Source: an optimization exercise on an open RTL-to-GDS flow (aim: small area). Production flows keep margins and buffers that such runs may drop.
Only simulation tests tie the RTL to the original design; equivalence was not proved.
Power is estimated from default activity; no workload was simulated.

==> inputs of branch harbor <==
==> flow/design.v <==
module regfile_mp_o22ai (
    input  logic a1, a2,
    input  logic b1, b2,
    output logic y
);
    assign y = ~((a1 | a2) & (b1 | b2));
endmodule
module regfile_mp_inv (
    input  logic a,
    output logic y
);
    assign y = ~a;
endmodule
module regfile_mp_nand2 (
    input  logic a, b,
    output logic y
);
    assign y = ~(a & b);
endmodule
module regfile_mp_nand4 (
    input  logic a, b, c, d,
    output logic y
);
    assign y = ~(a & b & c & d);
endmodule
module regfile_mp_nor2 (
    input  logic a, b,
    output logic y
);
    assign y = ~(a | b);
endmodule
module regfile_mp #(
    parameter int DATA_W   = 32,
    parameter int ADDR_W   = 6,
    parameter int ZERO_REG = 0
) (
    input  logic              clk,
    input  logic              rst,
    input  logic [ADDR_W-1:0] ra1,
    input  logic [ADDR_W-1:0] ra2,
    output logic [DATA_W-1:0] rd1,
    output logic [DATA_W-1:0] rd2,
    input  logic [ADDR_W-1:0] wa1,
    input  logic [ADDR_W-1:0] wa2,
    input  logic [DATA_W-1:0] wd1,
    input  logic [DATA_W-1:0] wd2,
    input  logic              we1,
    input  logic              we2,
    input  logic              clr,
    output logic              busy
);
    localparam int DEPTH = 1 << ADDR_W;
    localparam int WSEG  = 32;                  
    localparam int SEG   = 8;                   
    localparam int RSEG  = DATA_W / WSEG;       
    localparam int CSEG  = DEPTH / WSEG;        
    localparam int NPAIR = DEPTH / 2;           
    localparam int PSEG  = DATA_W / SEG;        
    logic              busy_q;
    logic [ADDR_W-1:0] cnt;
    logic              phase;
    always_ff @(posedge clk) begin
        if (rst || clr) begin
            cnt    <= '0;
            busy_q <= 1'b1;
        end else begin
            cnt    <= cnt + ADDR_W'(1);
            if (cnt == ADDR_W'(DEPTH - 1)) busy_q <= 1'b0;
        end
    end
    always_ff @(posedge clk) begin
        phase <= ~(phase | rst);
    end
    logic              uw;
    logic [DEPTH-1:0]  s1, s2, nhold;
    assign uw = ~busy_q & ~rst;
    always_comb begin
        for (int i = 0; i < DEPTH; i++) begin
            s2[i]    = uw & we2 & (wa2 == ADDR_W'(i));
            s1[i]    = busy_q | (uw & we1 & (wa1 == ADDR_W'(i)) & ~s2[i]);
            nhold[i] = s1[i] | s2[i];
        end
    end
    logic [DATA_W-1:0] cola, colb;
    assign cola = wd2 ^ {DATA_W{phase}};
    assign colb = (wd1 & {DATA_W{~busy_q}}) ^ {DATA_W{phase}};
    logic [DEPTH-1:0][RSEG-1:0]  ns1, ns2, hold;
    logic [DATA_W-1:0][CSEG-1:0] ncola, ncolb;
    for (genvar i = 0; i < DEPTH; i++) begin : g_rdrv
        for (genvar c = 0; c < RSEG; c++) begin : g_seg
            regfile_mp_inv u_s1 (.a(s1[i]),    .y(ns1[i][c]));
            regfile_mp_inv u_s2 (.a(s2[i]),    .y(ns2[i][c]));
            regfile_mp_inv u_h  (.a(nhold[i]), .y(hold[i][c]));
        end
    end
    for (genvar j = 0; j < DATA_W; j++) begin : g_cdrv
        for (genvar c = 0; c < CSEG; c++) begin : g_seg
            regfile_mp_inv u_a (.a(cola[j]), .y(ncola[j][c]));
            regfile_mp_inv u_b (.a(colb[j]), .y(ncolb[j][c]));
        end
    end
    logic [DEPTH-1:0][DATA_W-1:0] mem, mem_d, wv;
    for (genvar i = 0; i < DEPTH; i++) begin : g_row
        for (genvar j = 0; j < DATA_W; j++) begin : g_bit
            regfile_mp_o22ai u_wv (
                .a1(ns2[i][j/WSEG]), .a2(ncola[j][i/WSEG]),
                .b1(ns1[i][j/WSEG]), .b2(ncolb[j][i/WSEG]),
                .y (wv[i][j])
            );
            assign mem_d[i][j] = ~((hold[i][j/WSEG] & mem[i][j]) | wv[i][j]);
        end
    end
    always_ff @(posedge clk) mem <= mem_d;
    logic [ADDR_W-1:0] nra1, nra2;
    for (genvar k = 0; k < ADDR_W; k++) begin : g_ain
        regfile_mp_inv u_a1 (.a(ra1[k]), .y(nra1[k]));
        regfile_mp_inv u_a2 (.a(ra2[k]), .y(nra2[k]));
    end
    logic [DEPTH-1:0] rs1, rs2;
    always_comb begin
        for (int i = 0; i < DEPTH; i++) begin
            rs1[i] = ~busy_q & (nra1 == ADDR_W'(DEPTH - 1 - i));
            rs2[i] = ~busy_q & (nra2 == ADDR_W'(DEPTH - 1 - i));
        end
    end
    logic [DEPTH-1:0][PSEG-1:0] nrs1, nrs2;
    for (genvar i = 0; i < DEPTH; i++) begin : g_sdrv
        for (genvar c = 0; c < PSEG; c++) begin : g_seg
            regfile_mp_inv u_r1 (.a(rs1[i]), .y(nrs1[i][c]));
            regfile_mp_inv u_r2 (.a(rs2[i]), .y(nrs2[i][c]));
        end
    end
    logic [NPAIR-1:0][DATA_W-1:0] p1, p2;
    for (genvar g = 0; g < NPAIR; g++) begin : g_rgrp
        for (genvar j = 0; j < DATA_W; j++) begin : g_bit
            regfile_mp_o22ai u_r1 (
                .a1(nrs1[2*g][j/SEG]),   .a2(mem[2*g][j]),
                .b1(nrs1[2*g+1][j/SEG]), .b2(mem[2*g+1][j]),
                .y (p1[g][j])
            );
            regfile_mp_o22ai u_r2 (
                .a1(nrs2[2*g][j/SEG]),   .a2(mem[2*g][j]),
                .b1(nrs2[2*g+1][j/SEG]), .b2(mem[2*g+1][j]),
                .y (p2[g][j])
            );
        end
    end
    logic [DATA_W-1:0] m1, m2;
    for (genvar j = 0; j < DATA_W; j++) begin : g_tree
        logic [NPAIR/2-1:0]  a1, a2;
        logic [NPAIR/8-1:0]  b1, b2;
        logic [NPAIR/16-1:0] c1, c2;
        for (genvar k = 0; k < NPAIR / 2; k++) begin : g_l1
            regfile_mp_nor2 u_1 (.a(p1[2*k][j]), .b(p1[2*k+1][j]), .y(a1[k]));
            regfile_mp_nor2 u_2 (.a(p2[2*k][j]), .b(p2[2*k+1][j]), .y(a2[k]));
        end
        for (genvar k = 0; k < NPAIR / 8; k++) begin : g_l2
            regfile_mp_nand4 u_1 (.a(a1[4*k]), .b(a1[4*k+1]), .c(a1[4*k+2]), .d(a1[4*k+3]), .y(b1[k]));
            regfile_mp_nand4 u_2 (.a(a2[4*k]), .b(a2[4*k+1]), .c(a2[4*k+2]), .d(a2[4*k+3]), .y(b2[k]));
        end
        for (genvar k = 0; k < NPAIR / 16; k++) begin : g_l3
            regfile_mp_nor2 u_1 (.a(b1[2*k]), .b(b1[2*k+1]), .y(c1[k]));
            regfile_mp_nor2 u_2 (.a(b2[2*k]), .b(b2[2*k+1]), .y(c2[k]));
        end
        regfile_mp_nand2 u_4a (.a(c1[0]), .b(c1[1]), .y(m1[j]));
        regfile_mp_nand2 u_4b (.a(c2[0]), .b(c2[1]), .y(m2[j]));
    end
    logic rph;
    assign rph  = ~phase & ~busy_q;
    assign rd1  = m1 ^ {DATA_W{rph}};
    assign rd2  = m2 ^ {DATA_W{rph}};
    assign busy = busy_q;
endmodule
==> flow/run.sh <==
#!/bin/bash
# synth_recipe.tcl (not shown) runs the flow's synth.tcl, then flattens the netlist and writes it again
# the make line also repeats each setting of config.mk as NAME=value (left out here)
make -C /OpenROAD-flow-scripts/flow DESIGN_CONFIG=/design/flow/config.mk WORK_HOME=/design/flow/orfs CLKGATE_MAP_FILE= SYNTH_SCRIPT=/design/flow/synth_recipe.tcl finish
==> flow/config.mk <==
export PLATFORM = sky130hd
export DESIGN_NAME = regfile_mp
export DESIGN_NICKNAME = regfile_mp
export VERILOG_FILES = /design/flow/design.v
export SDC_FILE = /design/flow/constraint.sdc
export NUM_CORES = 4
export LEC_CHECK = 0
export CAP_MARGIN = 20
export CORE_MARGIN = 2
export CORE_UTILIZATION = 48
export CTS_BUF_LIST = sky130_fd_sc_hd__clkbuf_8
export CTS_CLUSTER_DIAMETER = 55
export CTS_CLUSTER_SIZE = 18
export SETUP_SLACK_MARGIN = 0.35
export SLEW_MARGIN = 20
export SYNTH_HIERARCHICAL = 1
==> flow/constraint.sdc <==
create_clock -name core_clock -period 7.5 [get_ports {clk}]
set_input_delay 1.5000 -clock core_clock [delete_from_list [all_inputs] [get_ports {clk}]]
set_output_delay 1.5000 -clock core_clock [all_outputs]
set_load 0.01 [all_outputs]
==> branch nickel (differences from branch harbor) <==
- CORE_UTILIZATION: 48 -> 45
- CTS_CLUSTER_DIAMETER: 55 -> 50
- CTS_CLUSTER_SIZE: 18 -> 15
==> branch amber (differences from branch harbor) <==
- CORE_UTILIZATION: 48 -> 45
- CTS_CLUSTER_DIAMETER: 55 -> 50
- CTS_CLUSTER_SIZE: 18 -> 15
- SETUP_SLACK_MARGIN: 0.35 -> 0.6
==> results.yml <==
outcome:
  outcome: "complete, no violations"
pwr:
  switching_share_pct: 30.7
  p_clk_w: 0.00759
  powerComb_w: 0.00223
sta:
  holdWs_ps: 464
layout:
  finalNonFillerCells: 14700
  final_cell_mix: "o22ai_1 (4,096), dfxtp_1 (2,054), a21oi_1 (2,049), nor2_1 (1,220), inv_1 (883)"
-- figures above: branch harbor

==> results.yml <==
pwr:
  p_clk_w: 0.00906
  switching_share_pct: 30.8
layout:
  finalNonFillerCells: 15000
  final_cell_mix: "o22ai_1 (4,096), dfxtp_1 (2,054), a21oi_1 (2,049), nor2_1 (1,224), inv_1 (850)"
sta:
  holdWs_ps: 462
outcome:
  outcome: "complete, no violations"
-- figures above: branch nickel

==> results.yml <==
outcome:
  outcome: "complete, no violations"
pwr:
  p_clk_w: 0.00905
  switching_share_pct: 30.8
  powerComb_w: 0.00227
sta:
  holdWs_ps: 462
layout:
  final_cell_mix: "o22ai_1 (4,096), dfxtp_1 (2,054), a21oi_1 (2,049), nor2_1 (1,171), inv_1 (830)"
  finalNonFillerCells: 15000
-- figures above: branch amber

==> port drivers added, routing unchanged <==
The results above use ideal ports. As a check the final layouts listed here were re-extracted and re-timed, cells and wires unchanged.
Step 1 (the two cells are an assumption about what drives the block):
set clk [get_ports {clk}]
set_driving_cell -lib_cell sky130_fd_sc_hd__clkbuf_16 $clk
set_driving_cell -lib_cell sky130_fd_sc_hd__buf_2 [delete_from_list [all_inputs] $clk]
Step 2 also shifts input and output timing later by t, the mid clock arrival at the registers, as if the neighbouring blocks saw the same clock.
a / b / c = ideal / step 1 / step 2; a / b = the first two.
run | t (ns) | setup WS [ns] | hold WS [ns] | worst slew at a driven data input, ns
branch harbor | 1.149 | 0.058 / 0.033 / 0.033 | 0.464 / 0.464 / 0.464 | 0.22
branch nickel | 1.176 | 0.170 / 0.137 / 0.137 | 0.462 / 0.462 / 0.462 | 0.13
branch amber | 1.149 | 0.381 / 0.353 / 0.353 | 0.462 / 0.462 / 0.462 | 0.13
After both steps every run listed still meets setup and hold. The setup slack of branch nickel, which loses most, moves by -0.033 ns with the drivers and by -0.033 ns with both steps.
